What follows belongs to an exercise in optimizing a design on an open flow for small area; a production flow would make more cautious choices. RTL that was checked went through simulation tests only; none was proved equivalent to the original. Function not checked in runs 2 to 6: the RTL went through the layout flow alone. Power and IR drop assume default switching activity.

[flow/config.mk]
export PLATFORM = sky130hd
export DESIGN_NAME = double_ended_stack_allocator_core
export DESIGN_NICKNAME = double_ended_stack_allocator_core
export VERILOG_FILES = /design/flow/design.v
export SDC_FILE = /design/flow/constraint.sdc
export NUM_CORES = 4
export LEC_CHECK = 0
export CAP_MARGIN = 20
export CORE_MARGIN = 2
export CORE_UTILIZATION = 40
export SLEW_MARGIN = 20
[flow/run.sh]
#!/bin/bash
# synth_recipe.tcl (not shown) runs the flow's synth.tcl, then flattens the netlist and writes it again
# the make line also repeats each setting of config.mk as NAME=value (left out here)
make -C /OpenROAD-flow-scripts/flow DESIGN_CONFIG=/design/flow/config.mk WORK_HOME=/design/flow/orfs CLKGATE_MAP_FILE= SYNTH_SCRIPT=/design/flow/synth_recipe.tcl finish
[flow/constraint.sdc]
create_clock -name core_clock -period 11.0 [get_ports {clk}]
set_input_delay 2.2000 -clock core_clock [delete_from_list [all_inputs] [get_ports {clk}]]
set_output_delay 2.2000 -clock core_clock [all_outputs]
set_load 0.01 [all_outputs]
[flow/design.v]
`timescale 1ns / 1ps
package desa_pkg;
	localparam int SIZE_BITS_DEF = 32;
	localparam int CMD_W      = 4;
	localparam int NUM_W      = 32;
	localparam int TIER_W     = 2;
	localparam int STATUS_W   = 2;
	localparam int OFFSET_W   = 33;
	localparam int FREE_W     = 32;
	localparam int CFG_DATA_W = 32;
	localparam int CFG_IDX_W  = 1;
	localparam logic [CMD_W-1:0] CMD_ALLOC_PRI   = 4'd0;
	localparam logic [CMD_W-1:0] CMD_CLEAR_PRI   = 4'd1;
	localparam logic [CMD_W-1:0] CMD_FREE_FRONT  = 4'd2;
	localparam logic [CMD_W-1:0] CMD_FREE_REAR   = 4'd3;
	localparam logic [CMD_W-1:0] CMD_FREE_GLOBAL = 4'd4;
	localparam logic [CMD_W-1:0] CMD_SET_TIER    = 4'd5;
	localparam logic [CMD_W-1:0] CMD_ALLOC_CUR   = 4'd6;
	localparam logic [CMD_W-1:0] CMD_ALLOC_NEXT  = 4'd7;
	localparam logic [CMD_W-1:0] CMD_CLEAR_FRAME = 4'd8;
	localparam logic [CMD_W-1:0] CMD_SWAP        = 4'd9;
	localparam logic [TIER_W-1:0] TIER_GLOBAL = 2'd0;
	localparam logic [TIER_W-1:0] TIER_FRONT  = 2'd1;
	localparam logic [TIER_W-1:0] TIER_REAR   = 2'd2;
	localparam logic SIDE_FRONT = 1'b0;
	localparam logic SIDE_REAR  = 1'b1;
	localparam logic [STATUS_W-1:0] ST_OK      = 2'd0;
	localparam logic [STATUS_W-1:0] ST_NOSPACE = 2'd1;
	localparam logic [STATUS_W-1:0] ST_NOCFG   = 2'd2;
	localparam logic [CFG_IDX_W-1:0] REG_PRIMARY_SIZE = 1'd0;
	localparam logic [CFG_IDX_W-1:0] REG_FRAME_SIZE   = 1'd1;
	typedef struct packed {
		logic exec;     
		logic cfg_we;   
	} ctl_t;
endpackage
`timescale 1ns / 1ps
`timescale 1ns / 1ps
`timescale 1ns / 1ps
module double_ended_stack_allocator_core #(
	parameter int SIZE_BITS = desa_pkg::SIZE_BITS_DEF
) (
	input  logic                             clk,
	input  logic                             arst_n,
	input  logic                             cmd_valid,
	output logic                             cmd_ready,
	input  logic [desa_pkg::CMD_W-1:0]       cmd_command,
	input  logic [desa_pkg::NUM_W-1:0]       cmd_num_bytes,
	input  logic [desa_pkg::TIER_W-1:0]      cmd_tier,
	output logic                             res_valid,
	input  logic                             res_ready,
	output logic [desa_pkg::STATUS_W-1:0]    res_status,
	output logic [desa_pkg::OFFSET_W-1:0]    res_offset,
	output logic [desa_pkg::FREE_W-1:0]      res_primary_free,
	output logic [desa_pkg::FREE_W-1:0]      res_frame_free,
	input  logic                             cfg_valid,
	output logic                             cfg_ready,
	input  logic [desa_pkg::CFG_IDX_W-1:0]   cfg_index,
	input  logic [desa_pkg::CFG_DATA_W-1:0]  cfg_data
);
	typedef logic [31:0] w_t;
	function automatic logic [32:0] add32(input logic [31:0] a, input logic [31:0] b,
			input logic ci);
		logic c;
		c = ci;
		for (int i = 0; i < 32; i++) begin
			add32[i] = a[i] ^ b[i] ^ c;
			c = (a[i] & b[i]) | (c & (a[i] ^ b[i]));
		end
		add32[32] = c;
	endfunction
	w_t   psize_q, fsize_q, global_q, front_q, rear_q, ffront_q, frear_q;
	logic [1:0] tier_q;
	logic side_q;
	logic valid_q;
	logic [1:0] st_q;
	w_t   off_q;
	logic ofr_q;
	logic exec;
	assign cmd_ready = !valid_q || res_ready;
	assign res_valid = valid_q;
	assign cfg_ready = 1'b1;
	assign exec      = cmd_valid && cmd_ready;
	always_ff @(posedge clk or negedge arst_n) begin
		if (!arst_n) valid_q <= 1'b0;
		else if (exec) valid_q <= 1'b1;
		else if (res_ready) valid_q <= 1'b0;
	end
	logic c_apri, c_clr, c_ffront, c_frear, c_fglob, c_tier, c_afrm, c_cfrm, c_swap;
	assign c_apri   = cmd_command == 4'd0;
	assign c_clr    = cmd_command == 4'd1;
	assign c_ffront = cmd_command == 4'd2;
	assign c_frear  = cmd_command == 4'd3;
	assign c_fglob  = cmd_command == 4'd4;
	assign c_tier   = cmd_command == 4'd5;
	assign c_afrm   = cmd_command[3:1] == 3'b011;
	assign c_cfrm   = cmd_command == 4'd8;
	assign c_swap   = cmd_command == 4'd9;
	logic pcfg, fcfg;
	assign pcfg = |psize_q;
	assign fcfg = |fsize_q;
	w_t proom, froom;
	assign proom = w_t'(add32(rear_q, ~front_q, 1'b1));
	assign froom = w_t'(add32(frear_q, ~ffront_q, 1'b1));
	assign res_primary_free = proom;
	assign res_frame_free   = froom;
	logic aside, t_rear, t_glob, use_rear;
	assign aside    = side_q ^ cmd_command[0];
	assign t_rear   = tier_q[1];
	assign t_glob   = ~tier_q[1] & ~tier_q[0];
	assign use_rear = c_afrm ? aside : t_rear;
	w_t room, a_in, sum;
	assign room = c_afrm ? froom : proom;
	always_comb begin
		case ({c_afrm, use_rear})
			2'b00:   a_in = front_q;
			2'b01:   a_in = ~rear_q;
			2'b10:   a_in = ffront_q;
			default: a_in = ~frear_q;
		endcase
	end
	assign sum = w_t'(add32(a_in, cmd_num_bytes, 1'b0));
	logic nospace, nocfg, alloc, ok;
	assign alloc   = c_apri | c_afrm;
	assign nocfg   = c_afrm ? ~fcfg : ~pcfg;
	logic [32:0] cmp;
	assign cmp     = add32(room, ~cmd_num_bytes, 1'b1);
	assign nospace = ~cmp[32];
	assign ok      = alloc & ~nocfg & ~nospace;
	logic pri_ok, frm_ok;
	assign pri_ok = exec & c_apri & pcfg & ~nospace;
	assign frm_ok = exec & c_afrm & fcfg & ~nospace;
	always_ff @(posedge clk) begin
		if (exec) begin
			st_q  <= alloc ? {nocfg, ~nocfg & nospace} : 2'b00;
			off_q <= ok ? (use_rear ? ~sum : a_in) : '0;
			ofr_q <= ok & c_afrm;
		end
	end
	assign res_status = st_q;
	assign res_offset = add32(off_q, ofr_q ? psize_q : 32'd0, 1'b0);
	logic pcfg_we, fcfg_we;
	assign pcfg_we = cfg_valid & ~cfg_index[0];
	assign fcfg_we = cfg_valid &  cfg_index[0];
	w_t psize_d, fsize_d;
	assign psize_d = pcfg_we ? cfg_data : psize_q;
	assign fsize_d = fcfg_we ? cfg_data : fsize_q;
	logic p_zero, p_rear_sz, p_front_gl;
	assign p_zero     = pcfg_we | (exec & c_clr);
	assign p_rear_sz  = pcfg_we | (exec & (c_clr | c_frear | c_fglob));
	assign p_front_gl = exec & (c_ffront | c_fglob | (c_tier & cmd_tier == 2'd0));
	always_ff @(posedge clk or negedge arst_n) begin
		if (!arst_n) begin
			psize_q  <= '0;
			global_q <= '0;
			front_q  <= '0;
			rear_q   <= '0;
			tier_q   <= 2'd0;
		end else begin
			psize_q <= psize_d;
			if (p_zero) global_q <= '0;
			else if (pri_ok & t_glob) global_q <= sum;
			if (p_zero) front_q <= '0;
			else if (p_front_gl) front_q <= global_q;
			else if (pri_ok & ~t_rear) front_q <= sum;
			if (p_rear_sz) rear_q <= psize_d;
			else if (pri_ok & t_rear) rear_q <= ~sum;
			if (pcfg_we) tier_q <= 2'd0;
			else if (exec & c_tier & cmd_tier != 2'd3) tier_q <= cmd_tier;
		end
	end
	logic f_front0, f_rear_sz;
	assign f_front0  = fcfg_we | (exec & (c_cfrm | (c_swap & fcfg & ~side_q)));
	assign f_rear_sz = fcfg_we | (exec & (c_cfrm | (c_swap & fcfg & side_q)));
	always_ff @(posedge clk or negedge arst_n) begin
		if (!arst_n) begin
			fsize_q  <= '0;
			ffront_q <= '0;
			frear_q  <= '0;
			side_q   <= 1'b0;
		end else begin
			fsize_q <= fsize_d;
			if (f_front0) ffront_q <= '0;
			else if (frm_ok & ~aside) ffront_q <= sum;
			if (f_rear_sz) frear_q <= fsize_d;
			else if (frm_ok & aside) frear_q <= ~sum;
			if (fcfg_we) side_q <= 1'b0;
			else if (exec & c_swap & fcfg) side_q <= ~side_q;
		end
	end
endmodule
==> run summary, run 1 <==
Core Util, Final=a little over half; # IOs=178; Clk pin slew, worst setup/hold paths=0.06 ns; Setup Skew=0.0212 ns; post-route cell area=~0.023 mm²; worst vdd ir=0.139 mV; H-tree lvl count=1; Multi-input gate area=around 0.010 mm²; FF+latch area=just under 0.007 mm²; Mean Syn Cell Area=9.78 µm²; Total Routing Usage GR=25.3%; sequential-to-total area share from yosys stat=between 30% and 40%; number of fill cells=3652; final WL=57.1 mm; DR vias=about 14000; main combinational cell family by area after synthesis=adder cells; Lkg Pwr=about 9.5 nW; worst-margin pin slew=around 1.5 ns; RSZ-0062 raised after global routing=yes; ANT nets after route=0; DRC viols=0; crit-path max cell delay=0.46 ns; antenna diode count=0; EDFF count, synth=35; Synth Area in Adders=16.9%; Final setup viols=229; Net count, final=2229; dpl hpwl=39.5 mm; # rows=75; Via density=between 5 and 6; Max Cap Viol=1; Die Ht=around 210 µm; Die ar.=0.0440 mm²; CTS tree=built; area grow syn2layout=34.8%; TritonCTS Buffers=29; Unique masters post-synth=between 50 and 60; post-place setup slack=-4.64 ns; Post-Synth Simple-Gate Area=between 10% and 20%; pin count of the biggest net entering global routing=95; Critical Path RT=slightly below 9 ns; layout check failures=capacitance limit, slew limit, setup timing; crit path launch type=flip-flop; synthesized area=0.0169 mm²; max frequency=0.0673 GHz; cts hold-fix bufs=0; drt pass-1 iters=5; WL per Instance=22.3 µm; Hold Vio Cnt, Final=0; vias in the first global route=14100; Cells after Synth=1730; outcome=finished with violations; HP Class=flip-flop to flip-flop; initial antenna violation count=0; layout cells sized above 1=~27%; later-pin clock latency in the skew report=0.58 ns; Synth async-reset ratio=86.7%; main flop type after synthesis=dfrtp_1; Starting DRT DRC Count=1018; Fin Setup TNS=-665.30 ns; DP Area=0.0206 mm²; CP Data Arrival Time=12.65 ns; Net Count, Synth=1962; Die W=210 µm; Compound-Gate Fraction of Synth Area=11.4%; Worst slew margin=-1.87%; CP max FO=3; main area contributors after synthesis=dfrtp_1 34%, fa_1 14%, mux2i_1 9.5%; total power draw=4.38 mW; core area=0.0419 mm²; portion of netlist area occupied by mux cells=11.8%; CTS max path bufs=3; CTS root buffer=clkbuf_16; Post-Place Cells=around 2500; XOR/XNOR share of the synthesized area=0.466%; Final Non-Filler Cells=around 2600; clock sink count=about 260; Yosys top cell area share=between 30% and 40%; number of synthesized register bits=263; Setup crit end kind=output port; Worst Path Class, Setup=flip-flop to output port; critical path's most frequent cell=fa_2; initial core utilization=40.4%; RePlAce Congestion=0.890; Tcrit/Tclk final=135%; number of warnings issued by yosys=1; fin crit period=14.85 ns; CP max stage cell=edfxtp_1; first-pass GRT wire length=84.7 mm; Worst Slack Setup Final=-3.85 ns; IO Port Bufs=176; leading area contributor after synthesis=dfrtp_1; PwrDens=192 mW/mm²; gr ovfl total=0; Hold Slack=0.510 ns; max-slew violations=17
## final timing paths
kind,from,endpoint,slack (ns),cells past startpoint
min reg2reg,global_q[24]$_DFFE_PN0P_,global_q[24]$_DFFE_PN0P_,0.51,2
max,ofr_q$_DFFE_PP_,res_offset[31],-3.85,38
min,global_q[24]$_DFFE_PN0P_,global_q[24]$_DFFE_PN0P_,0.51,2
max reg2reg,frear_q[0]$_DFFE_PN0P_,rear_q[31]$_DFFE_PN0P_,-3.21,51
min in group asynchronous,arst_n,frear_q[1]$_DFFE_PN0P_,1.66,1
max in group asynchronous,arst_n,rear_q[2]$_DFFE_PN0P_,7.96,2
## metal layers
metal  track usage (%)  part of all wire, %  vias up
li1                  -                    -     6314
met3              3.47                  6.1      103
met2              40.5                   47      489
met1              35.4                   44     6962
met4              8.90                  3.7        0
met5                 0                    0        -
## cell families (layout without fill, tap and decap cells)
logic type | after synthesis | in the layout
muxes | 196 | 196
xor gates and xnor gates | 9 | 9
AOI/OAI and AO/OA | 317 | 317
adders and majority gates | 156 | 156
and+or+nand+nor | 506 | 506
buffers and inverters | 282 | 572
DFF | 263 | 263
other | 1 | 1
## critical path, delay by kind of cell (launching register included)
family | cells | cell delay, ns
and+or+nand+nor | 1 | 0.17
buffers and inverters | 5 | 0.36
adders and majority gates | 32 | 11.11
DFF | 1 | 0.46
## report_power, final
part           internal, mW  switching (mW)
Combinational          1.01            1.01
Sequential             1.13           0.148
Clock                 0.647           0.438
Total                  2.78            1.60
## layout make-up
cell class / count / share of cell area, %
clock buffers: 35 / 3.41
clock inverters: 19 / 1.19
inverters: 177 / 2.91
multi-input cells: 1185 / 44.2
flip-flops and latches: 263 / 29.6
well taps: 539 / 2.96
repair buffers: 341 / 15.7
## Yosys cell counts (all sizes together) (2+ instances only)
cell / count
a2111oi: 4
a211oi: 22
a21o: 5
a21oi: 84
a311oi: 2
and2: 31
buf: 32
clkbuf: 73
dfrtp: 228
edfxtp: 35
fa: 121
ha: 35
inv: 177
mux2: 35
mux2i: 161
nand2: 289
nand2b: 5
nand3: 32
nand4: 4
nand4b: 2
nor2: 108
nor2b: 3
nor3: 7
nor3b: 3
nor4: 16
o2111ai: 7
o211ai: 32
o21a: 6
o21ai: 135
o22ai: 16
xnor2: 4
xor2: 5
## layout by cell type (no fill, tap or decap), types with 7 or more instances in the layout
master | synthesis | routed
o21ai_2 | 0 | 13
nor3_1 | 7 | 7
clkbuf_16 | 0 | 40
buf_12 | 0 | 18
inv_2 | 1 | 22
o21ai_0 | 100 | 96
and2_1 | 31 | 30
o22ai_1 | 16 | 16
nand3_2 | 0 | 29
nor2_1 | 108 | 91
clkdlybuf4s50_1 | 0 | 139
fa_2 | 0 | 121
inv_1 | 176 | 155
a211oi_1 | 20 | 9
o21ai_1 | 34 | 22
a21oi_1 | 82 | 78
edfxtp_1 | 35 | 35
o211ai_1 | 31 | 31
buf_4 | 7 | 112
buf_6 | 6 | 47
mux2i_1 | 161 | 152
nand2_1 | 288 | 286
nor2_4 | 0 | 15
dfrtp_1 | 228 | 227
mux2_2 | 34 | 32
ha_1 | 35 | 30
nor4_1 | 16 | 16
a211oi_4 | 2 | 10
## registers in the layout (all words and copies together), names as in the netlist, 32 cells and up
name,count
global_q,32
fsize_q,32
ffront_q,32
psize_q,32
front_q,32
frear_q,32
rear_q,32
off_q,32
## what timing repair did
item,in CTS,in global routing
setup buffers,8,12
setup endpoints to repair,232,234
gates resized for setup,119,208
pin swaps,10,47
gates cloned,3,12
endpoints found under the hold margin,0,0
==> run 2: changes to the inputs <==
--- a/flow/design.v
+++ b/flow/design.v
@@ -61,11 +61,29 @@
 	typedef logic [31:0] w_t;
+	localparam int ADD_BLK = 11;
 	function automatic logic [32:0] add32(input logic [31:0] a, input logic [31:0] b,
 			input logic ci);
-		logic c;
-		c = ci;
-		for (int i = 0; i < 32; i++) begin
-			add32[i] = a[i] ^ b[i] ^ c;
-			c = (a[i] & b[i]) | (c & (a[i] ^ b[i]));
+		logic [32:0] s;
+		logic [31:0] r;
+		logic cb, c, pp;
+		cb = ci;
+		for (int lo = 0; lo < 32; lo += ADD_BLK) begin
+			c = (lo == 0) ? ci : 1'b0;
+			for (int i = lo; i < lo + ADD_BLK && i < 32; i++) begin
+				r[i] = a[i] ^ b[i] ^ c;
+				c = (a[i] & b[i]) | (c & (a[i] ^ b[i]));
+			end
+			if (lo == 0) begin
+				for (int i = lo; i < lo + ADD_BLK && i < 32; i++) s[i] = r[i];
+				cb = c;
+			end else begin
+				pp = 1'b1;
+				for (int i = lo; i < lo + ADD_BLK && i < 32; i++) begin
+					s[i] = r[i] ^ (cb & pp);
+					pp = pp & r[i];
+				end
+				cb = c | (cb & pp);
+			end
 		end
-		add32[32] = c;
+		s[32] = cb;
+		add32 = s;
 	endfunction
@@ -75,2 +93,3 @@
 	logic valid_q;
+	logic pset_q, fset_q;
 	logic [1:0] st_q;
@@ -99,4 +118,4 @@
 	logic pcfg, fcfg;
-	assign pcfg = |psize_q;
-	assign fcfg = |fsize_q;
+	assign pcfg = pset_q & (|psize_q);
+	assign fcfg = fset_q & (|fsize_q);
 	w_t proom, froom;
@@ -104,4 +123,4 @@
 	assign froom = w_t'(add32(frear_q, ~ffront_q, 1'b1));
-	assign res_primary_free = proom;
-	assign res_frame_free   = froom;
+	assign res_primary_free = pcfg ? proom : '0;
+	assign res_frame_free   = fcfg ? froom : '0;
 	logic aside, t_rear, t_glob, use_rear;
@@ -125,5 +144,3 @@
 	assign nocfg   = c_afrm ? ~fcfg : ~pcfg;
-	logic [32:0] cmp;
-	assign cmp     = add32(room, ~cmd_num_bytes, 1'b1);
-	assign nospace = ~cmp[32];
+	assign nospace = cmd_num_bytes > room;
 	assign ok      = alloc & ~nocfg & ~nospace;
@@ -136,3 +153,3 @@
 			off_q <= ok ? (use_rear ? ~sum : a_in) : '0;
-			ofr_q <= ok & c_afrm;
+			ofr_q <= ok & c_afrm & pset_q;
 		end
@@ -152,20 +169,16 @@
 	always_ff @(posedge clk or negedge arst_n) begin
-		if (!arst_n) begin
-			psize_q  <= '0;
-			global_q <= '0;
-			front_q  <= '0;
-			rear_q   <= '0;
-			tier_q   <= 2'd0;
-		end else begin
-			psize_q <= psize_d;
-			if (p_zero) global_q <= '0;
-			else if (pri_ok & t_glob) global_q <= sum;
-			if (p_zero) front_q <= '0;
-			else if (p_front_gl) front_q <= global_q;
-			else if (pri_ok & ~t_rear) front_q <= sum;
-			if (p_rear_sz) rear_q <= psize_d;
-			else if (pri_ok & t_rear) rear_q <= ~sum;
-			if (pcfg_we) tier_q <= 2'd0;
-			else if (exec & c_tier & cmd_tier != 2'd3) tier_q <= cmd_tier;
-		end
+		if (!arst_n) pset_q <= 1'b0;
+		else if (pcfg_we) pset_q <= 1'b1;
+	end
+	always_ff @(posedge clk) psize_q <= psize_d;
+	always_ff @(posedge clk) begin
+		if (p_zero) global_q <= '0;
+		else if (pri_ok & t_glob) global_q <= sum;
+		if (p_zero) front_q <= '0;
+		else if (p_front_gl) front_q <= global_q;
+		else if (pri_ok & ~t_rear) front_q <= sum;
+		if (p_rear_sz) rear_q <= psize_d;
+		else if (pri_ok & t_rear) rear_q <= ~sum;
+		if (pcfg_we) tier_q <= 2'd0;
+		else if (exec & c_tier & cmd_tier != 2'd3) tier_q <= cmd_tier;
 	end
@@ -175,16 +188,13 @@
 	always_ff @(posedge clk or negedge arst_n) begin
-		if (!arst_n) begin
-			fsize_q  <= '0;
-			ffront_q <= '0;
-			frear_q  <= '0;
-			side_q   <= 1'b0;
-		end else begin
-			fsize_q <= fsize_d;
-			if (f_front0) ffront_q <= '0;
-			else if (frm_ok & ~aside) ffront_q <= sum;
-			if (f_rear_sz) frear_q <= fsize_d;
-			else if (frm_ok & aside) frear_q <= ~sum;
-			if (fcfg_we) side_q <= 1'b0;
-			else if (exec & c_swap & fcfg) side_q <= ~side_q;
-		end
+		if (!arst_n) fset_q <= 1'b0;
+		else if (fcfg_we) fset_q <= 1'b1;
+	end
+	always_ff @(posedge clk) fsize_q <= fsize_d;
+	always_ff @(posedge clk) begin
+		if (f_front0) ffront_q <= '0;
+		else if (frm_ok & ~aside) ffront_q <= sum;
+		if (f_rear_sz) frear_q <= fsize_d;
+		else if (frm_ok & aside) frear_q <= ~sum;
+		if (fcfg_we) side_q <= 1'b0;
+		else if (exec & c_swap & fcfg) side_q <= ~side_q;
 	end
==> run summary, run 2 <==
outcome=finished clean; Setup crit end kind=flip-flop; worst vdd ir=about 0.12 mV; Worst slew margin=38.7%; Final setup viols=0; most frequent cells in the layout=251 x nand2_1, 191 x nor2_1, 176 x clkdlybuf4s50_1, 162 x dfxtp_1, 134 x inv_1; # IOs=178; vias in the first global route=13700; PwrDens=160 mW/mm²; commonest non-fill, non-tap cell in the layout=nand2_1; NetSw=1.13 mW; DRC viols=0; core area=0.0429 mm²; first-pass GRT wire length=87.4 mm; main flop type after synthesis=dfxtp_1; Setup Skew=0.0188 ns; number of synthesized register bits=265; layout cells sized above 1=10.5%; Cells after Synth=between 1500 and 2000; cts hold-fix bufs=0; later-pin clock latency in the skew report=~0.58 ns; Crit path max-delay family=adder cells; TritonCTS Buffers=30; EDFF count, synth=99; clock sink count=265; DP Area=0.0197 mm²; IO Port Bufs=approximately 180; Hold Path Depth=2; CP Buf/Inv Count=4; Lkg Pwr=7.53 nW; Unique masters post-synth=~70; Starting DRT DRC Count=1569; Flop pwr share=~36%; gr ovfl total=0; max-slew violations=0; Net count, final=2206; RSZ-0062 raised after global routing=no; cells along the critical path=clkdlybuf4s50_1 > inv_1 > nor3_2 > o21ai_0 > ha_1 > fa_1 > fa_1 > fa_1 > fa_1 > fa_1 > fa_1 > fa_1 > fa_1 > fa_1 > fa_1 > inv_1 > o41a_1 > inv_1 > and3_1 > nand2_1 > xor2_1 > nor2_1 > a2111oi_0; post-route cell area=0.0207 mm²; Die Ht=~210 µm; Total Routing Usage GR=26.3%; Synth async-reset ratio=1.13%; Post-CTS Resized=0; Pint=2.19 mW; Clk pin slew, worst setup/hold paths=0.06 ns; crit path launch type=input port; Critical Path RT=11.33 ns; final WL=59.6 mm; Mean Syn Cell Area=9.50 µm²; stages on the worst setup path=23; Fin Setup TNS=0 ns; Die W=~210 µm; Clock power frac=approximately 30%; CP Data Arrival Time=10.53 ns; DR vias=14200; Tcrit/Tclk final=between 90% and 100%; fin crit period=about 10 ns; Max Cap Viol=0; HP Class=flip-flop to flip-flop; max frequency=a little under 0.1 GHz; ANT nets after route=0; pin count of the biggest net entering global routing=57; number of warnings issued by yosys=1; critical path's most frequent cell=fa_1; Yosys top cell area share=18.9%; WL per Instance=23.2 µm; postcts setup bufs=0; Comb pwr share=34.4%; CP max FO=9; RePlAce Congestion=0.954; leading area contributor after synthesis=dfxtp_1; crit-path max cell delay=~0.63 ns; sequential-to-total area share from yosys stat=36.5%; Via density=5.53; Worst Path Class, Setup=input port to flip-flop; H-tree lvl count=1; drt pass-1 iters=5; worst reg-to-reg path cell count=27; # rows=76; main area contributors after synthesis=dfxtp_1 19%, edfxtp_1 17%, fa_1 13%; Hold Vio Cnt, Final=0; top-count cell post-synth=nand2_1; area grow syn2layout=19.7%; dpl hpwl=between 40 and 50 mm; flop2flop setup slack=1.07 ns; Net Count, Synth=2063; Die ar.=0.0449 mm²; CP max stage cell=clkdlybuf4s50_1; worst-margin pin slew=0.920 ns; CTS tree=built; initial core utilization=between 40 and 50%; initial antenna violation count=1; CTS root buffer=clkbuf_16; switch share=between 30% and 40%; synthesized area=0.0173 mm²; CTS max path bufs=3; list of most frequent post-synthesis cells=251 x nand2_1, 192 x nor2_1, 163 x dfxtp_1
-- run 2: final timing paths --
path                                                 from                         to
min in group asynchronous                          arst_n        valid_q$_DFFE_PN0P_
worst max-delay path                       cmd_command[2]    off_q[28]$_SDFFCE_PN0P_
max in group asynchronous                          arst_n         fset_q$_DFFE_PN0P_
worst min register to register  global_q[31]$_SDFFE_PP0P_  global_q[31]$_SDFFE_PP0P_
worst max register to register      frear_q[11]$_DFFE_PP_    off_q[10]$_SDFFCE_PN0P_
worst min-delay path            global_q[31]$_SDFFE_PP0P_  global_q[31]$_SDFFE_PP0P_
-- run 2: power groups by stage --
| stage | Combinational, mW | Sequential (mW) | Clock (mW) |
|---|---|---|---|
| 2_1_floorplan | 0.652 | 1.18 | 0 |
| 3_3_place_gp | 1.11 | 1.20 | 0 |
| 3_5_place_dp | 1.12 | 1.20 | 0 |
| 4_1_cts | 1.13 | 1.18 | 1.01 |
| 5_1_grt | 1.23 | 1.19 | 1.05 |
| 6_report | 1.14 | 1.19 | 0.994 |
-- run 2: tightest hold or removal path, delay by kind of cell (launching register included) --
kind               cells  cell delay [ns]
AOI/OAI and AO/OA      1             0.06
DFF                    1             0.31
and+or+nand+nor        1             0.04
-- run 2: cell type report --
cell class	count	area [µm²]
Tap cell	585	732
Fill cell	3989	22200
Inverter	134	503
Clock buffer	39	826
Sequential cell	265	6310
Timing Repair Buffer	213	2040
Multi-Input combinational cell	1321	10200
Antenna cell	1	2.50
Clock inverter	16	129
-- run 2: through the flow --
| step | utilization (%) | cells | setup slack (ns) | hold slack [ns] | total power, mW |
|---|---|---|---|---|---|
| after floorplan | - | 1822 | 1.44 | 0.431 | 1.83 |
| after global placement | 46.0 | 2518 | 0.529 | 0.441 | 2.31 |
| after detailed placement | 46.0 | 2518 | 0.236 | 0.450 | 2.32 |
| after CTS | 48.3 | 2573 | 0.836 | 0.461 | 3.32 |
| after global routing | 48.3 | 2573 | 0.318 | 0.482 | 3.47 |
| final | 48.3 | 2574 | 0.804 | 0.457 | 3.32 |
-- run 2: logic make-up after synthesis --
family                   share of synthesized area (%)
AND/OR/NAND/NOR                                   17.0
AO/OA/AOI/OAI                                     11.8
flip-flops                                        36.5
buffers and inverters                             5.39
adder cells (fa/ha/maj)                           16.8
multiplexers                                      8.16
XOR/XNOR                                          4.25
other                                           0.0217
-- run 2: per-layer routing --
metal  up-vias  share of wire, %  global-route usage (%)
li1       6546                 -                       -
met1      6942                44                    38.4
met2       679                43                    39.1
met3        70                11                    6.62
met4         0               2.0                    6.05
met5         -                 0                       0
==> run 3: changes to the inputs <==
--- a/flow/design.v
+++ b/flow/design.v
@@ -61,3 +61,3 @@
 	typedef logic [31:0] w_t;
-	localparam int ADD_BLK = 11;
+	localparam int ADD_BLK = 16;
 	function automatic logic [32:0] add32(input logic [31:0] a, input logic [31:0] b,
==> run summary, run 3 <==
outcome=finished clean; CP Data Arrival Time=roughly 8.5 ns; PwrDens=~170 mW/mm²; antenna diode count=0; layout cells sized above 1=14.5%; Yosys top cell area share=19.2%; sequential-to-total area share from yosys stat=a little under two fifths; Starting DRT DRC Count=1170; final WL=57.2 mm; EDFF count, synth=~100; worst reg2reg endpoint=front_q[5]$_SDFFE_PP0P_; Total Routing Usage GR=25.6%; top-count cell post-synth=nand2_1; worst-margin pin slew=1.05 ns; hold wc startpoint=global_q[15]$_SDFFE_PP0P_; drt pass-1 iters=5; Tcrit/Tclk final=roughly 100%; initial core utilization=40.6%; Worst slew margin=approximately 30%; Net count, final=2158; Die Ht=210 µm; H-tree lvl count=1; Critical Path RT=a little under 9 ns; number of warnings issued by yosys=1; Net Count, Synth=slightly below 2000; gr ovfl total=0; Synth async-reset ratio=under 10%; Worst Path Class, Setup=flip-flop to output port; # IOs=178; flop2flop setup slack=between 0.5 and 0.6 ns; worst reg-to-reg path cell count=36; crit path launch type=flip-flop; main area contributors after synthesis=dfxtp_1 19%, edfxtp_1 17%, fa_1 14%; Cells after Synth=1707; Clk pin slew, worst setup/hold paths=0.06 ns; commonest non-fill, non-tap cell in the layout=nand2_1; number of fill cells=3846; Die W=210 µm; cts hold-fix bufs=0; initial antenna violation count=3; Hold Path Depth=2; CP max FO=3; Final setup viols=0; max-slew violations=0; Hold Vio Cnt, Final=0; list of most frequent post-synthesis cells=202 x nand2_1, 163 x dfxtp_1, 141 x inv_1; IO Port Bufs=~180; clock sink count=265; TritonCTS Buffers=29; # rows=75; Setup crit end kind=output port; RePlAce Congestion=0.925; CTS max path bufs=3; Max Cap Viol=0; Fin Setup TNS=0 ns; Mean Syn Cell Area=around 10 µm²; CP startpoint=frear_q[0]$_DFFE_PP_; number of synthesized register bits=265; Unique masters post-synth=60; Via density=around 5.5; vias in the first global route=approximately 13000; HP Class=flip-flop to flip-flop; dpl hpwl=43.6 mm; DRC viols=0; main flop type after synthesis=dfxtp_1; DR vias=between 10000 and 15000; most frequent cells in the layout=202 x nand2_1, 162 x dfxtp_1, 159 x clkdlybuf4s50_1, 140 x inv_1, 133 x nor2_1; RR Startpoint=rear_q[0]$_DFFE_PP_; CTS tree=built; fin crit period=10.73 ns; leading area contributor after synthesis=dfxtp_1; Die ar.=0.0442 mm²; pin count of the biggest net entering global routing=97; Lkg Pwr=8.21 nW; Core Util, Final=49.9%; Hold Path Sink=global_q[15]$_SDFFE_PP0P_; later-pin clock latency in the skew report=0.56 ns; synthesized area=0.0170 mm²; ANT nets after route=0; CTS root buffer=clkbuf_16; area grow syn2layout=23.2%; Setup Skew=0.0154 ns; worst vdd ir=0.109 mV; max frequency=a little over 0.09 GHz; WL per Instance=between 20 and 25 µm; first-pass GRT wire length=83.9 mm; core area=0.0419 mm²
-- run 3: worst max path at each step --
stage | endpoint | depth (start not counted) | slack (ns)
after global placement | front_q[27]$_SDFFE_PP0P_ | 27 | -0.35
after floorplan | off_q[29]$_SDFFCE_PN0P_ | 26 | 0.26
after CTS | res_primary_free[31] | 27 | 0.007
after global routing | res_frame_free[31] | 27 | -0.02
final | res_frame_free[28] | 26 | 0.27
after detailed placement | front_q[27]$_SDFFE_PP0P_ | 27 | -0.42
-- run 3: power by group --
group          internal (mW)  switching [mW]  total (mW)
Clock                  0.544           0.434       0.977
Combinational          0.600           0.690        1.29
Sequential              1.14          0.0727        1.21
-- run 3: layout make-up --
cell class                 instances  area [µm²]  share of cell area, %
tap                              539         674                   3.22
multi-input combinational       1210        9900                   47.2
clock inverter                    17         135                  0.645
timing repair buffer             274        2600                   12.4
inverter                         141         529                   2.53
sequential                       265        6310                   30.1
clock buffer                      36         803                   3.83
-- run 3: repair_timing --
action	4_1_cts	5_1_grt
gates resized for setup	18	25
pin swaps	1	3
setup buffers	3	6
setup endpoints to repair	11	68
-- run 3: metrics by stage --
step	cell area, µm²	power, mW	setup WS (ns)	cells	hold slack (ns)
final	20900	3.48	0.267	2482	0.457
after global routing	20900	3.64	-0.0177	2482	0.474
after CTS	20800	3.47	0.00681	2476	0.460
after detailed placement	19900	2.50	-0.419	2420	0.448
after global placement	19900	2.48	-0.352	2420	0.441
after floorplan	17000	1.91	0.258	1707	0.435
-- run 3: cells by family after synthesis --
| group | Yosys count | synth area share [%] |
|---|---|---|
| muxes | 221 | 13.7 |
| other | 1 | 0.0220 |
| adders and majority gates | 161 | 17.0 |
| and+or+nand+nor | 525 | 14.7 |
| AOI/OAI and AO/OA | 235 | 8.45 |
| DFF | 265 | 37.1 |
| xor gates and xnor gates | 67 | 3.49 |
| buffers and inverters | 232 | 5.58 |
-- run 3: routing by layer --
| metal | track usage (%) | part of all wire, % | vias to the layer above |
|---|---|---|---|
| li1 | - | - | 6296 |
| met4 | 9.32 | 3.7 | 4 |
| met5 | 0 | 0.047 | - |
| met2 | 38.0 | 43 | 554 |
| met3 | 5.32 | 8.5 | 95 |
| met1 | 36.8 | 45 | 6627 |
-- run 3: worst max-delay path, cell delays in order (launching register included) --
cell and delay (ns):
edfxtp_1 0.39, inv_1 0.07, ha_1 0.13, inv_1 0.05, fa_1 0.39, fa_1 0.40, fa_1 0.40, fa_1 0.40
fa_1 0.40, fa_1 0.40, fa_2 0.37, fa_1 0.39, fa_1 0.39, fa_1 0.41, fa_1 0.39, fa_1 0.39
fa_1 0.40, fa_1 0.41, fa_2 0.39, nand4_1 0.15, buf_4 0.14, or4_4 0.13, buf_4 0.13, nor3_1 0.06
xnor2_1 0.14, nor2_1 0.11, clkdlybuf4s50_1 0.57
==> run 4: changes to the inputs <==
--- a/flow/design.v
+++ b/flow/design.v
@@ -61,3 +61,3 @@
 	typedef logic [31:0] w_t;
-	localparam int ADD_BLK = 16;
+	localparam int ADD_BLK = 11;
 	function automatic logic [32:0] add32(input logic [31:0] a, input logic [31:0] b,
--- a/flow/config.mk
+++ b/flow/config.mk
@@ -10,2 +10,3 @@
 export CORE_UTILIZATION = 40
+export CTS_BUF_LIST = sky130_fd_sc_hd__clkbuf_4
 export SLEW_MARGIN = 20
==> run summary, run 4 <==
outcome=finished clean; Multi-input gate area=around 0.010 mm²; Cells after Synth=about 1800; Post-Synth Simple-Gate Area=between 10% and 20%; main area contributors after synthesis=dfxtp_1 19%, edfxtp_1 17%, fa_1 13%; Comb pwr share=34.7%; Clk pin slew, worst setup/hold paths=0.06 ns; WL per Instance=22.6 µm; NetSw=1.16 mW; EDFF count, synth=99; Hold Vio Cnt, Final=0; post-route cell area=0.0207 mm²; CP max stage cell=clkdlybuf4s50_1; Lkg Pwr=7.65 nW; Final setup viols=0; drt pass-1 iters=7; postcts setup bufs=0; clock sink count=265; RePlAce Congestion=0.954; Via density=5.50; # rows=76; # IOs=178; Crit path max-delay family=adder cells; Max Cap Viol=0; number of fill cells=about 4000; Post-CTS Resized=0; Starting DRT DRC Count=1607; initial core utilization=40.3%; later-pin clock latency in the skew report=0.73 ns; Die W=around 210 µm; CTS root buffer=clkbuf_4; Net count, final=2250; FF+latch area=0.00631 mm²; synthesized area=roughly 0.017 mm²; sequential-to-total area share from yosys stat=around 36%; worst-margin pin slew=0.927 ns; H-tree lvl count=3; DP Area=~0.02 mm²; Worst slew margin=38.2%; Clock power frac=approximately 29%; max-slew violations=0; worst vdd ir=0.0717 mV; Fin Setup TNS=0 ns; number of warnings issued by yosys=1; crit path launch type=flip-flop; Final Non-Filler Cells=2657; crit-path max cell delay=about 0.56 ns; CTS max path bufs=3; ANT nets after route=0; max frequency=0.0988 GHz; Setup crit end kind=output port; Mean Syn Cell Area=roughly 9.5 µm²; main flop type after synthesis=dfxtp_1; Pint=roughly 2.1 mW; RSZ-0062 raised after global routing=no; dpl hpwl=about 45 mm; vias in the first global route=14000; area grow syn2layout=19.9%; critical path's most frequent cell=fa_1; portion of netlist area occupied by mux cells=8.16%; final WL=60.0 mm; number of synthesized register bits=265; TritonCTS Buffers=74; switch share=35.3%; first-pass GRT wire length=88.4 mm; Worst Path Class, Setup=flip-flop to output port; PwrDens=approximately 160 mW/mm²; leading area contributor after synthesis=dfxtp_1; Tcrit/Tclk final=92.0%; CP Buf/Inv Count=3; cells along the critical path=buf_4 > and2_1 > ha_1 > inv_1 > fa_1 > fa_1 > fa_1 > fa_1 > fa_1 > fa_1 > fa_1 > fa_1 > fa_1 > fa_1 > or4_1 > o41ai_4 > nand3_4 > nor4b_4 > nand2b_2 > xor2_1 > clkdlybuf4s50_1; gr ovfl total=0; pin count of the biggest net entering global routing=57; fin crit period=10.12 ns; Total Routing Usage GR=26.6%; Setup Skew=0.0442 ns; Flop pwr share=36.1%; CP max FO=32; DRC viols=0; Post-Place Cells=2518; Compound-Gate Fraction of Synth Area=a little under an eighth; core area=about 0.043 mm²; Die Ht=212 µm; main combinational cell family by area after synthesis=simple AND/OR/NAND/NOR gates; Yosys top cell area share=approximately a fifth; Die ar.=0.0449 mm²; HP Class=flip-flop to flip-flop; CTS tree=built; CP Data Arrival Time=approximately 7.9 ns; Critical Path RT=8.80 ns; Net Count, Synth=2063; list of most frequent post-synthesis cells=251 x nand2_1, 192 x nor2_1, 163 x dfxtp_1; most frequent cells in the layout=251 x nand2_1, 191 x nor2_1, 176 x clkdlybuf4s50_1, 162 x dfxtp_1, 134 x inv_1; top-count cell post-synth=nand2_1; Synth Area in Adders=16.8%; DR vias=~15000; total power draw=around 3.3 mW; cts hold-fix bufs=0; Unique masters post-synth=68; commonest non-fill, non-tap cell in the layout=nand2_1; initial antenna violation count=2; Synth async-reset ratio=1.13%; IO Port Bufs=176; XOR/XNOR share of the synthesized area=4.25%; layout cells sized above 1=between 10% and 20%
[run 4: cell types whose count changed in the layout (fill, tap and decap cells not counted), sizes merged, moves of 27 or more]
cell    change
buf        -61
a211oi     +27
nand2      +49
clkbuf     +77
nor2       +57
mux2i      -88
[run 4: final timing paths]
kind                                              to                       from  slack [ns]  cells past startpoint
max in group asynchronous         fset_q$_DFFE_PN0P_                     arst_n        9.12                      1
min in group asynchronous        valid_q$_DFFE_PN0P_                     arst_n        1.69                      1
max reg2reg                   off_q[9]$_SDFFCE_PN0P_      frear_q[11]$_DFFE_PP_        1.05                     27
min                        global_q[31]$_SDFFE_PP0P_  global_q[31]$_SDFFE_PP0P_        0.46                      2
min reg2reg                global_q[31]$_SDFFE_PP0P_  global_q[31]$_SDFFE_PP0P_        0.46                      2
max                                   res_offset[31]            ofr_q$_DFFE_PP_        0.88                     21
[run 4: cells by family after synthesis]
group / Yosys count
xor+xnor: 84
buf+inv: 236
mux: 130
flops: 265
other cells: 1
simple gates: 636
fa+ha+maj: 165
compound gates: 305
[run 4: area by class of cell]
class,instances,share of cell area (%)
Antenna cell,3,0.0362
Clock buffer,115,4.16
Clock inverter,21,0.585
Inverter,134,2.43
Multi-Input combinational cell,1321,49.0
Sequential cell,265,30.4
Tap cell,585,3.53
Timing Repair Buffer,213,9.84
[run 4: metrics by stage]
step	utilization, %	setup slack (ns)	hold slack, ns
floorplan	-	1.44	0.431
global placement	46.0	0.529	0.441
detailed placement	46.0	0.236	0.450
CTS	48.3	0.772	0.462
global route	48.3	0.490	0.484
finish	48.3	0.877	0.457
[run 4: worst min-delay path, stage by stage, from the launching register on]
cell	delay, ns
dfxtp_1	0.31
nand2_1	0.05
o21ai_0	0.06
[run 4: layer usage]
| metal | global-route usage (%) | vias up | share of wire [%] | wire length [µm] |
|---|---|---|---|---|
| met1 | 39.3 | 7138 | 45 | 27100 |
| met5 | 0 | - | 0 | 0 |
| met2 | 39.5 | 731 | 43 | 25700 |
| met4 | 5.85 | 0 | 1.6 | 932 |
| li1 | - | 6676 | - | - |
| met3 | 6.19 | 69 | 10 | 6230 |
[run 4: power by group through the flow]
| stage | Combinational (mW) | Clock, mW | Sequential (mW) |
|---|---|---|---|
| 6_report | 1.14 | 0.958 | 1.18 |
| 5_1_grt | 1.22 | 1.03 | 1.19 |
| 4_1_cts | 1.13 | 0.972 | 1.18 |
| 3_5_place_dp | 1.12 | 0 | 1.20 |
| 3_3_place_gp | 1.11 | 0 | 1.20 |
| 2_1_floorplan | 0.652 | 0 | 1.18 |
==> run 5: changes to the inputs <==
--- a/flow/config.mk
+++ b/flow/config.mk
@@ -9,4 +9,4 @@
 export CORE_MARGIN = 2
-export CORE_UTILIZATION = 40
-export CTS_BUF_LIST = sky130_fd_sc_hd__clkbuf_4
+export CORE_UTILIZATION = 60
+export CTS_BUF_LIST = sky130_fd_sc_hd__clkbuf_8
 export SLEW_MARGIN = 20
==> run summary, run 5 <==
layout cells sized above 1=11.5%; Synth async-reset ratio=1.13%; Net Count, Synth=around 2100; DRC viols=0; Net count, final=2215; main flop type after synthesis=dfxtp_1; cts hold-fix bufs=0; Final setup viols=0; Multi-input gate area=just over 0.01 mm²; number of warnings issued by yosys=1; top-count cell post-synth=nand2_1; number of synthesized register bits=265; Post-CTS Resized=0; worst reg-to-reg path cell count=27; RSZ-0062 raised after global routing=no; Met1 Wirelength=around 24 mm; DR top layer=met5; worst-margin pin slew=0.820 ns; CTS tree=built; RePlAce Congestion=0.965; Die W=around 170 µm; Die Ht=174 µm; H-tree lvl count=2; Setup crit end kind=flip-flop; commonest non-fill, non-tap cell in the layout=nand2_1; main area contributors after synthesis=dfxtp_1 19%, edfxtp_1 17%, fa_1 13%; DP Area=0.0195 mm²; post-route cell area=0.0205 mm²; EDFF count, synth=99; Max Cap Viol=0; metal3 WL=7.78 mm; PwrDens=160 mW/mm²; Hold Path Depth=2; crit path launch type=flip-flop; Worst Path Class, Setup=flip-flop to flip-flop; vias in the first global route=approximately 14000; number of fill cells=2275; area grow syn2layout=18.3%; pin count of the biggest net entering global routing=77; # IOs=about 180; CP Data Arrival Time=10.61 ns; postcts setup bufs=0; dpl hpwl=roughly 41 mm; max-slew violations=0; core area=around 0.029 mm²; Via density=around 6.1; DR vias=14700; WL per Instance=~23 µm; Unique masters post-synth=68; most frequent cells in the layout=251 x nand2_1, 191 x nor2_1, 176 x clkdlybuf4s50_1, 162 x dfxtp_1, 142 x inv_1; first-pass GRT wire length=84.2 mm; worst reg2reg endpoint=off_q[9]$_SDFFCE_PN0P_; routed wl met2=22.5 mm; worst vdd ir=0.116 mV; drt pass-1 iters=5; max frequency=0.0968 GHz; ANT nets after route=0; Cells after Synth=1822; Yosys top cell area share=18.9%; Clk pin slew, worst setup/hold paths=roughly 0.070 ns; list of most frequent post-synthesis cells=251 x nand2_1, 192 x nor2_1, 163 x dfxtp_1; Tcrit/Tclk final=93.9%; Hold Path Sink=global_q[10]$_SDFFE_PP0P_; TritonCTS Buffers=45; HP Class=flip-flop to flip-flop; sequential-to-total area share from yosys stat=36.5%; outcome=finished clean; RR Startpoint=frear_q[11]$_DFFE_PP_; Hold Vio Cnt, Final=0; Worst slew margin=45.3%; flop2flop setup slack=0.67 ns; initial core utilization=60.6%; antenna diode count=0; final WL=55.6 mm; gr ovfl total=0; initial antenna violation count=3; Critical Path RT=11.28 ns; Starting DRT DRC Count=1787; Mean Syn Cell Area=9.50 µm²; Total Routing Usage GR=36.7%; later-pin clock latency in the skew report=0.57 ns; clock sink count=265; CTS max path bufs=3; hold wc startpoint=global_q[10]$_SDFFE_PP0P_; Die ar.=0.0302 mm²; synthesized area=0.0173 mm²; Lkg Pwr=7.59 nW; IO Port Bufs=about 180; # rows=62; Fin Setup TNS=0 ns; CTS root buffer=clkbuf_8; leading area contributor after synthesis=dfxtp_1; Setup Skew=around 0.014 ns; fin crit period=between 10 and 15 ns; CP max FO=11; FF+latch area=0.00631 mm²
run 5: cell type report:
type | instances | share of cell area (%)
multi-input combinational | 1321 | 49.6
timing repair buffer | 207 | 9.93
clock inverter | 31 | 1.25
tap | 384 | 2.35
inverter | 134 | 2.46
sequential | 265 | 30.8
clock buffer | 53 | 3.56
run 5: through the flow:
| stage | utilization (%) | hold slack, ns | total power, mW | std cells | setup WS (ns) |
|---|---|---|---|---|---|
| global placement | 68.3 | 0.443 | 2.27 | 2311 | 0.534 |
| global route | 71.7 | 0.481 | 3.42 | 2395 | 0.214 |
| finish | 71.7 | 0.458 | 3.28 | 2395 | 0.670 |
| detailed placement | 68.3 | 0.453 | 2.29 | 2311 | 0.428 |
| CTS | 71.7 | 0.462 | 3.26 | 2395 | 0.931 |
| floorplan | - | 0.431 | 1.83 | 1822 | 1.44 |
run 5: worst max-delay path: stages (launching register included):
cell      delay [ns]
edfxtp_1        0.42
ha_1            0.21
fa_1            0.39
fa_1            0.40
fa_1            0.42
fa_1            0.39
fa_1            0.40
fa_1            0.40
fa_1            0.39
fa_1            0.40
fa_1            0.39
fa_1            0.55
nand4_1         0.12
nor4_1          0.42
o21ai_0         0.33
nor3_1          0.48
nand4b_1        0.20
xnor2_1         0.20
mux2_2          0.28
ha_1            0.29
nand4_1         0.17
nor4_1          0.50
nand2_1         0.10
a22o_1          0.45
nor2_1          0.45
nand2_1         0.42
buf_4           0.32
a211oi_1        0.52
run 5: cells by family after synthesis:
| kind of cell | count (synthesis) | synth area share [%] |
|---|---|---|
| buf+inv | 236 | 5.39 |
| xor+xnor | 84 | 4.25 |
| compound gates | 305 | 11.8 |
| other cells | 1 | 0.0217 |
| fa+ha+maj | 165 | 16.8 |
| simple gates | 636 | 17.0 |
| flops | 265 | 36.5 |
| mux | 130 | 8.16 |
run 5: worst max-delay path by stage:
stage          slack [ns]                 endpoint                  start
2_1_floorplan        1.44  off_q[28]$_SDFFCE_PN0P_         cmd_command[0]
3_3_place_gp         0.53  off_q[28]$_SDFFCE_PN0P_         cmd_command[2]
3_5_place_dp         0.43  off_q[28]$_SDFFCE_PN0P_         cmd_command[2]
4_1_cts              0.93   off_q[8]$_SDFFCE_PN0P_  frear_q[11]$_DFFE_PP_
5_1_grt              0.21   off_q[8]$_SDFFCE_PN0P_  frear_q[11]$_DFFE_PP_
6_report             0.67   off_q[9]$_SDFFCE_PN0P_  frear_q[11]$_DFFE_PP_
run 5: power by group:
part / internal (mW) / total [mW] / switching [mW] / leakage, nW
logic: 0.497 / 1.12 / 0.625 / 4.72
clock network: 0.540 / 0.978 / 0.438 / 0.542
registers: 1.12 / 1.19 / 0.0649 / 2.32
total: 2.16 / 3.28 / 1.13 / 7.59
run 5: per-layer routing:
metal	vias to the layer above	GRT usage, %
li1	6561	-
met1	7098	55.5
met2	906	51.4
met3	88	11.0
met4	4	9.45
met5	-	0
==> run 6: changes to the inputs <==
==> flow/flow/run.sh (new file) <==
#!/bin/bash
# The standard layout (the standard.sh: standard synthesis, floorplan,
# power grid, placement, CTS, routing), with one change: the buffer that
# port buffering puts on every input and output port is the platform's
# smallest buffer, sky130_fd_sc_hd__buf_1, instead of the one the resizer
# picks by itself. Repair still resizes any port buffer that needs it.
set -euo pipefail
export BUFFER_PORTS_ARGS="-buffer_cell sky130_fd_sc_hd__buf_1"
bash standard.sh finish > standard.log 2>&1
==> flow/standard.sh (new file) <==
#!/bin/bash
# synth_recipe.tcl (not shown) runs the flow's synth.tcl, then flattens the netlist and writes it again
# the make line also repeats each setting of config.mk as NAME=value (left out here)
make -C /OpenROAD-flow-scripts/flow DESIGN_CONFIG=/design/flow/config.mk WORK_HOME=/design/flow/orfs CLKGATE_MAP_FILE= SYNTH_SCRIPT=/design/flow/synth_recipe.tcl "${@:-finish}"
--- a/flow/config.mk
+++ b/flow/config.mk
@@ -9,4 +9,3 @@
 export CORE_MARGIN = 2
-export CORE_UTILIZATION = 60
-export CTS_BUF_LIST = sky130_fd_sc_hd__clkbuf_8
+export CORE_UTILIZATION = 40
 export SLEW_MARGIN = 20
removed: flow/run.sh
==> run summary, run 6 <==
Total Routing Usage GR=25.5%; # IOs=~180; PwrDens=163 mW/mm²; layout cells sized above 1=10.5%; Tcrit/Tclk final=between 80% and 90%; total power draw=3.19 mW; CP startpoint=cmd_command[2]; H-tree lvl count=1; Clk pin slew, worst setup/hold paths=0.07 ns; DR vias=between 10000 and 15000; drt pass-1 iters=7; portion of netlist area occupied by mux cells=8.16%; vias in the first global route=13400; worst-margin pin slew=0.848 ns; worst vdd ir=0.124 mV; core area=0.0429 mm²; pin count of the biggest net entering global routing=57; fin crit period=9.87 ns; Die Ht=around 210 µm; outcome=finished clean; crit path launch type=input port; Final setup viols=0; Lkg Pwr=7.04 nW; area grow syn2layout=13.1%; Unique masters post-synth=68; flop2flop setup slack=1.23 ns; number of synthesized register bits=265; Synth async-reset ratio=1.13%; CTS root buffer=clkbuf_16; Fin Setup TNS=0 ns; post-place setup slack=just over 0.6 ns; Synth Area in Adders=approximately 17%; Yosys top cell area share=a little under a fifth; first-pass GRT wire length=84.8 mm; initial antenna violation count=1; main flop type after synthesis=dfxtp_1; CP Data Arrival Time=10.20 ns; Die W=212 µm; commonest non-fill, non-tap cell in the layout=nand2_1; HP Class=flip-flop to flip-flop; CTS max path bufs=3; DRC viols=0; Die ar.=approximately 0.045 mm²; Setup Skew=approximately 0.013 ns; most frequent cells in the layout=251 x nand2_1, 191 x nor2_1, 176 x buf_1, 162 x dfxtp_1, 134 x inv_1; Post-Synth Simple-Gate Area=17.0%; initial core utilization=40.3%; Setup crit end kind=flip-flop; Compound-Gate Fraction of Synth Area=between 10% and 20%; RSZ-0062 raised after global routing=no; XOR/XNOR share of the synthesized area=4.25%; WL per Instance=22.5 µm; main area contributors after synthesis=dfxtp_1 19%, edfxtp_1 17%, fa_1 13%; Net count, final=2200; list of most frequent post-synthesis cells=251 x nand2_1, 192 x nor2_1, 163 x dfxtp_1; Hold Vio Cnt, Final=0; worst reg-to-reg path cell count=26; Cells after Synth=1822; sequential-to-total area share from yosys stat=36.5%; # rows=76; Via density=5.54; ANT nets after route=0; RR Startpoint=frear_q[11]$_DFFE_PP_; main combinational cell family by area after synthesis=simple AND/OR/NAND/NOR gates; clock sink count=about 270; number of warnings issued by yosys=1; Post-CTS Resized=0; gr ovfl total=0; final WL=57.7 mm; CP max FO=11; postcts setup bufs=0; max-slew violations=0; Net Count, Synth=a little over 2000; Hold Slack=0.461 ns; cts hold-fix bufs=0; RePlAce Congestion=0.929; CTS tree=built; antenna diode count=0; max frequency=between 0.1 and 0.15 GHz; dpl hpwl=between 40 and 50 mm; Setup crit end=off_q[28]$_SDFFCE_PN0P_; EDFF count, synth=99; Worst Path Class, Setup=input port to flip-flop; Critical Path RT=11.33 ns; top-count cell post-synth=nand2_1; Worst Slack Setup Final=1.13 ns; IO Port Bufs=176; Starting DRT DRC Count=between 1000 and 1500; later-pin clock latency in the skew report=roughly 0.57 ns; Mean Syn Cell Area=roughly 9.5 µm²; worst reg2reg endpoint=rear_q[5]$_DFFE_PP_; Worst slew margin=43.5%; TritonCTS Buffers=29; synthesized area=0.0173 mm²; leading area contributor after synthesis=dfxtp_1; Max Cap Viol=0
==> run 6: cell counts after synthesis <==
No cell type changed its count.
==> run 6: worst min path at each step <==
stage | cells after the start | startpoint | endpoint
after floorplan | 2 | global_q[31]$_SDFFE_PP0P_ | global_q[31]$_SDFFE_PP0P_
after global placement | 2 | global_q[31]$_SDFFE_PP0P_ | global_q[31]$_SDFFE_PP0P_
after detailed placement | 2 | global_q[0]$_SDFFE_PP0P_ | global_q[0]$_SDFFE_PP0P_
after CTS | 2 | global_q[0]$_SDFFE_PP0P_ | global_q[0]$_SDFFE_PP0P_
after global routing | 2 | global_q[18]$_SDFFE_PP0P_ | global_q[18]$_SDFFE_PP0P_
final | 2 | global_q[10]$_SDFFE_PP0P_ | global_q[10]$_SDFFE_PP0P_
==> run 6: through the flow <==
step	std cells	utilization, %	area [µm²]
2_1_floorplan	1822	-	17300
3_3_place_gp	2513	43.4	18600
5_1_grt	2566	45.6	19600
6_report	2566	45.6	19600
4_1_cts	2566	45.6	19600
3_5_place_dp	2513	43.4	18600
==> run 6: worst max-delay path: stages <==
cell       delay (ns)
buf_1            0.26
inv_1            0.18
nor3_2           0.67
o21ai_0          0.32
ha_1             0.28
fa_1             0.41
fa_1             0.42
fa_1             0.43
fa_1             0.43
fa_1             0.43
fa_1             0.42
fa_1             0.43
fa_1             0.43
fa_1             0.43
fa_1             0.56
inv_1            0.08
o41a_1           0.50
inv_1            0.15
and3_1           0.21
nand2_1          0.08
xor2_1           0.38
nor2_1           0.10
a2111oi_0        0.41
==> run 6: final cells by class <==
class                   count  area (µm²)
multi-input cells        1321       10200
fillers                  4130       23300
well taps                 585         732
inverters                 134         503
clock buffers              32         747
repair buffers            208         901
flip-flops and latches    265        6310
clock inverters            21         208
==> run 6: routing by layer <==
metal / up-vias / routed length, µm / GRT usage [%] / part of all wire, %
met2: 698 / 24500 / 37.7 / 43
met5: - / 17 / 0 / 0.029
met3: 66 / 6150 / 5.75 / 11
met4: 2 / 1100 / 5.66 / 1.9
li1: 6534 / - / - / -
met1: 6926 / 25900 / 37.7 / 45
==> run 6: cell families after synthesis <==
| group | count (synthesis) |
|---|---|
| simple gates | 636 |
| compound gates | 305 |
| flops | 265 |
| buf+inv | 236 |
| fa+ha+maj | 165 |
| mux | 130 |
| xor+xnor | 84 |
| other cells | 1 |
==> run 6: where the power goes <==
group	switching, mW	internal, mW
registers	0.0647	1.12
logic	0.626	0.368
clock network	0.447	0.566
total	1.14	2.05
==> run 7: changes to the inputs <==
--- a/flow/design.v
+++ b/flow/design.v
@@ -93,3 +93,3 @@
 	logic valid_q;
-	logic pset_q, fset_q;
+	logic pnz_q, fnz_q;
 	logic [1:0] st_q;
@@ -117,5 +117,6 @@
 	assign c_swap   = cmd_command == 4'd9;
-	logic pcfg, fcfg;
-	assign pcfg = pset_q & (|psize_q);
-	assign fcfg = fset_q & (|fsize_q);
+	logic pcfg, fcfg, cfg_nz;
+	assign pcfg   = pnz_q;
+	assign fcfg   = fnz_q;
+	assign cfg_nz = |cfg_data;
 	w_t proom, froom;
@@ -153,3 +154,3 @@
 			off_q <= ok ? (use_rear ? ~sum : a_in) : '0;
-			ofr_q <= ok & c_afrm & pset_q;
+			ofr_q <= ok & c_afrm & pnz_q;
 		end
@@ -169,4 +170,4 @@
 	always_ff @(posedge clk or negedge arst_n) begin
-		if (!arst_n) pset_q <= 1'b0;
-		else if (pcfg_we) pset_q <= 1'b1;
+		if (!arst_n) pnz_q <= 1'b0;
+		else if (pcfg_we) pnz_q <= cfg_nz;
 	end
@@ -188,4 +189,4 @@
 	always_ff @(posedge clk or negedge arst_n) begin
-		if (!arst_n) fset_q <= 1'b0;
-		else if (fcfg_we) fset_q <= 1'b1;
+		if (!arst_n) fnz_q <= 1'b0;
+		else if (fcfg_we) fnz_q <= cfg_nz;
 	end
--- a/flow/config.mk
+++ b/flow/config.mk
@@ -10,2 +10,4 @@
 export CORE_UTILIZATION = 40
+export CTS_CLUSTER_DIAMETER = 80
+export CTS_CLUSTER_SIZE = 20
 export SLEW_MARGIN = 20
==> run summary, run 7 <==
leading area contributor after synthesis=dfxtp_1; first-pass GRT wire length=84.5 mm; Synth async-reset ratio=1.13%; number of fill cells=roughly 4100; Mean Syn Cell Area=9.78 µm²; TritonCTS Buffers=17; list of most frequent post-synthesis cells=209 x nand2_1, 163 x dfxtp_1, 150 x nor2_1; Yosys top cell area share=19.3%; Worst Slack Setup Final=1.21 ns; number of warnings issued by yosys=1; Flop pwr share=about 44%; # rows=between 70 and 80; pin count of the biggest net entering global routing=53; crit path launch type=flip-flop; HP Class=flip-flop to flip-flop; main flop type after synthesis=dfxtp_1; Comb pwr share=30.2%; CTS max path bufs=3; area grow syn2layout=10.9%; final WL=56.3 mm; critical path's most frequent cell=fa_1; CP max FO=14; sequential-to-total area share from yosys stat=37.3%; outcome=finished clean; Die Ht=210 µm; Final setup viols=0; Lkg Pwr=7.21 nW; fin crit period=about 10 ns; antenna diode count=0; Setup Skew=around 0.027 ns; initial core utilization=40.4%; vias in the first global route=roughly 13000; cts hold-fix bufs=0; switch share=34.5%; drt pass-1 iters=7; Tcrit/Tclk final=approximately 90%; CP Data Arrival Time=7.59 ns; commonest non-fill, non-tap cell in the layout=nand2_1; Die W=210 µm; gr ovfl total=0; Max Cap Viol=0; Net count, final=around 2100; WL per Instance=23.3 µm; Post-CTS Resized=0; post-place setup slack=0.898 ns; Cells after Synth=1731; Setup crit end kind=output port; DRC viols=0; Pint=1.70 mW; cells along the critical path=and2_1 > ha_1 > inv_1 > fa_1 > fa_1 > fa_1 > fa_1 > fa_1 > fa_1 > fa_1 > fa_1 > fa_1 > fa_1 > or4_1 > o41ai_4 > and3b_4 > nand2_4 > nor3_4 > nand2b_2 > xor2_1 > buf_1; Total Routing Usage GR=25.6%; IO Port Bufs=approximately 180; Via density=5.61; main area contributors after synthesis=dfxtp_1 19%, edfxtp_1 18%, fa_1 13%; initial antenna violation count=0; later-pin clock latency in the skew report=roughly 0.52 ns; CP max stage cell=edfxtp_1; max frequency=between 0.1 and 0.15 GHz; ANT nets after route=0; dpl hpwl=40.7 mm; RSZ-0062 raised after global routing=no; CTS tree=built; NetSw=899 µW; top-count cell post-synth=nand2_1; synthesized area=0.0169 mm²; EDFF count, synth=~100; Worst slew margin=24.4%; Critical Path RT=8.80 ns; number of synthesized register bits=~270; Worst Path Class, Setup=flip-flop to output port; Clk pin slew, worst setup/hold paths=about 0.090 ns; CTS root buffer=clkbuf_16; Net Count, Synth=1972; H-tree lvl count=1; Starting DRT DRC Count=1410; PwrDens=139 mW/mm²; Hold Vio Cnt, Final=0; Die ar.=0.0440 mm²; postcts setup bufs=0; crit-path max cell delay=0.75 ns; clock sink count=between 200 and 300; worst-margin pin slew=between 1 and 1.5 ns; Clock power frac=25.5%; most frequent cells in the layout=208 x nand2_1, 176 x buf_1, 162 x dfxtp_1, 148 x nor2_1, 141 x inv_1; worst vdd ir=0.0805 mV; layout cells sized above 1=approximately 8.9%; max-slew violations=0; Unique masters post-synth=66; DR vias=approximately 14000; Fin Setup TNS=0 ns; # IOs=178; core area=0.0419 mm²; RePlAce Congestion=0.912
[run 7: power by group through the flow]
stage          registers [mW]  clock network [mW]  logic (mW)
2_1_floorplan            1.16                   0       0.514
5_1_grt                  1.16               0.706       0.862
3_3_place_gp             1.17                   0       0.765
6_report                 1.15               0.663       0.786
4_1_cts                  1.15               0.675       0.781
3_5_place_dp             1.17                   0       0.774
[run 7: logic make-up after synthesis]
kind of cell	count (synthesis)	share of synthesized area [%]
DFF	265	37.3
buffers and inverters	232	5.23
xor gates and xnor gates	87	4.50
other	1	0.0222
muxes	150	9.46
adders and majority gates	165	17.2
AOI/OAI and AO/OA	265	10.5
and+or+nand+nor	566	15.8
[run 7: per-layer routing]
metal  up-vias  part of all wire (%)  GRT usage, %
met3        67                   9.0          3.74
met5         -                     0             0
met2       633                    44          40.1
met1      6678                    44          37.2
met4         0                   2.4          6.26
li1       6179                     -             -
[run 7: layout make-up]
cell class / instances / area [µm²] / share of cell area, %
timing repair buffer: 209 / 958 / 5.11
multi-input combinational: 1234 / 9790 / 52.2
inverter: 141 / 529 / 2.82
tap: 539 / 674 / 3.59
sequential: 265 / 6310 / 33.6
clock buffer: 27 / 473 / 2.52
clock inverter: 3 / 26.3 / 0.140
[run 7: per-stage QoR]
| step | utilization (%) | total power, mW | cells | hold slack, ns | instance area [µm²] |
|---|---|---|---|---|---|
| global placement | 43.6 | 1.94 | 2388 | 0.450 | 18300 |
| global route | 44.8 | 2.73 | 2418 | 0.485 | 18800 |
| finish | 44.8 | 2.60 | 2418 | 0.466 | 18800 |
| detailed placement | 43.6 | 1.95 | 2388 | 0.453 | 18300 |
| CTS | 44.8 | 2.61 | 2418 | 0.467 | 18800 |
| floorplan | - | 1.67 | 1731 | 0.428 | 16900 |
[run 7: critical path: cells and delay by family, from the launching register on]
kind	cells	cell delay (ns)
DFF	1	0.75
AOI/OAI and AO/OA	1	0.27
buffers and inverters	2	0.21
adders and majority gates	11	4.32
xor gates and xnor gates	1	0.13
and+or+nand+nor	6	1.36
[run 7: path summary, 6_finish.rpt]
kind                                            start                     end  slack (ns)  cells after the start
worst max-delay path                  ofr_q$_DFFE_PP_          res_offset[31]        1.21                     21
min in group asynchronous                      arst_n     valid_q$_DFFE_PN0P_        1.50                      1
worst max register to register  frear_q[11]$_DFFE_PP_  off_q[0]$_SDFFCE_PN0P_        1.29                     26
worst min register to register     psize_q[6]$_DFF_P_      psize_q[6]$_DFF_P_        0.47                      2
max in group asynchronous                      arst_n       pnz_q$_DFFE_PN0P_        9.28                      1
worst min-delay path               psize_q[6]$_DFF_P_      psize_q[6]$_DFF_P_        0.47                      2

-- port drivers added, routing unchanged --
No port has a modelled driver above. Below, the same layouts with a new extraction and two added sets of constraints. Step 1 (the two cells are an assumption about what drives the block):
set clk [get_ports {clk}]
set_driving_cell -lib_cell sky130_fd_sc_hd__clkbuf_16 $clk
set_driving_cell -lib_cell sky130_fd_sc_hd__buf_2 [delete_from_list [all_inputs] $clk]
Step 2 times the ports against the registers' clock, not the clock port: input delays grow and output delays shrink by t, the midpoint of the rising clock arrivals with the driver on. Three values: no drivers, after step 1, after step 2; two values: the first two.
| run | t, ns | setup slack, ns | pins driven straight from the clock port |
|---|---|---|---|
| run 1 | 0.625 | -3.853 / -3.906 / -4.118 | 1 |
| run 2 | 0.625 | 0.804 / 0.826 / 0.200 | 1 |
| run 3 | 0.601 | 0.267 / 0.214 / -0.215 | 1 |
| run 4 | 0.763 | 0.877 / 0.824 / 0.206 | 1 |
| run 5 | 0.612 | 0.670 / 0.670 / 0.252 | 1 |
| run 6 | 0.615 | 1.129 / 1.155 / 0.540 | 1 |
| run 7 | 0.565 | 1.208 / 1.153 / 0.781 | 1 |
With both steps, setup timing fails in run 3, where it was met with ideal ports. The setup slack of run 4, which loses most, moves by -0.053 ns with the drivers and by -0.671 ns with both steps.
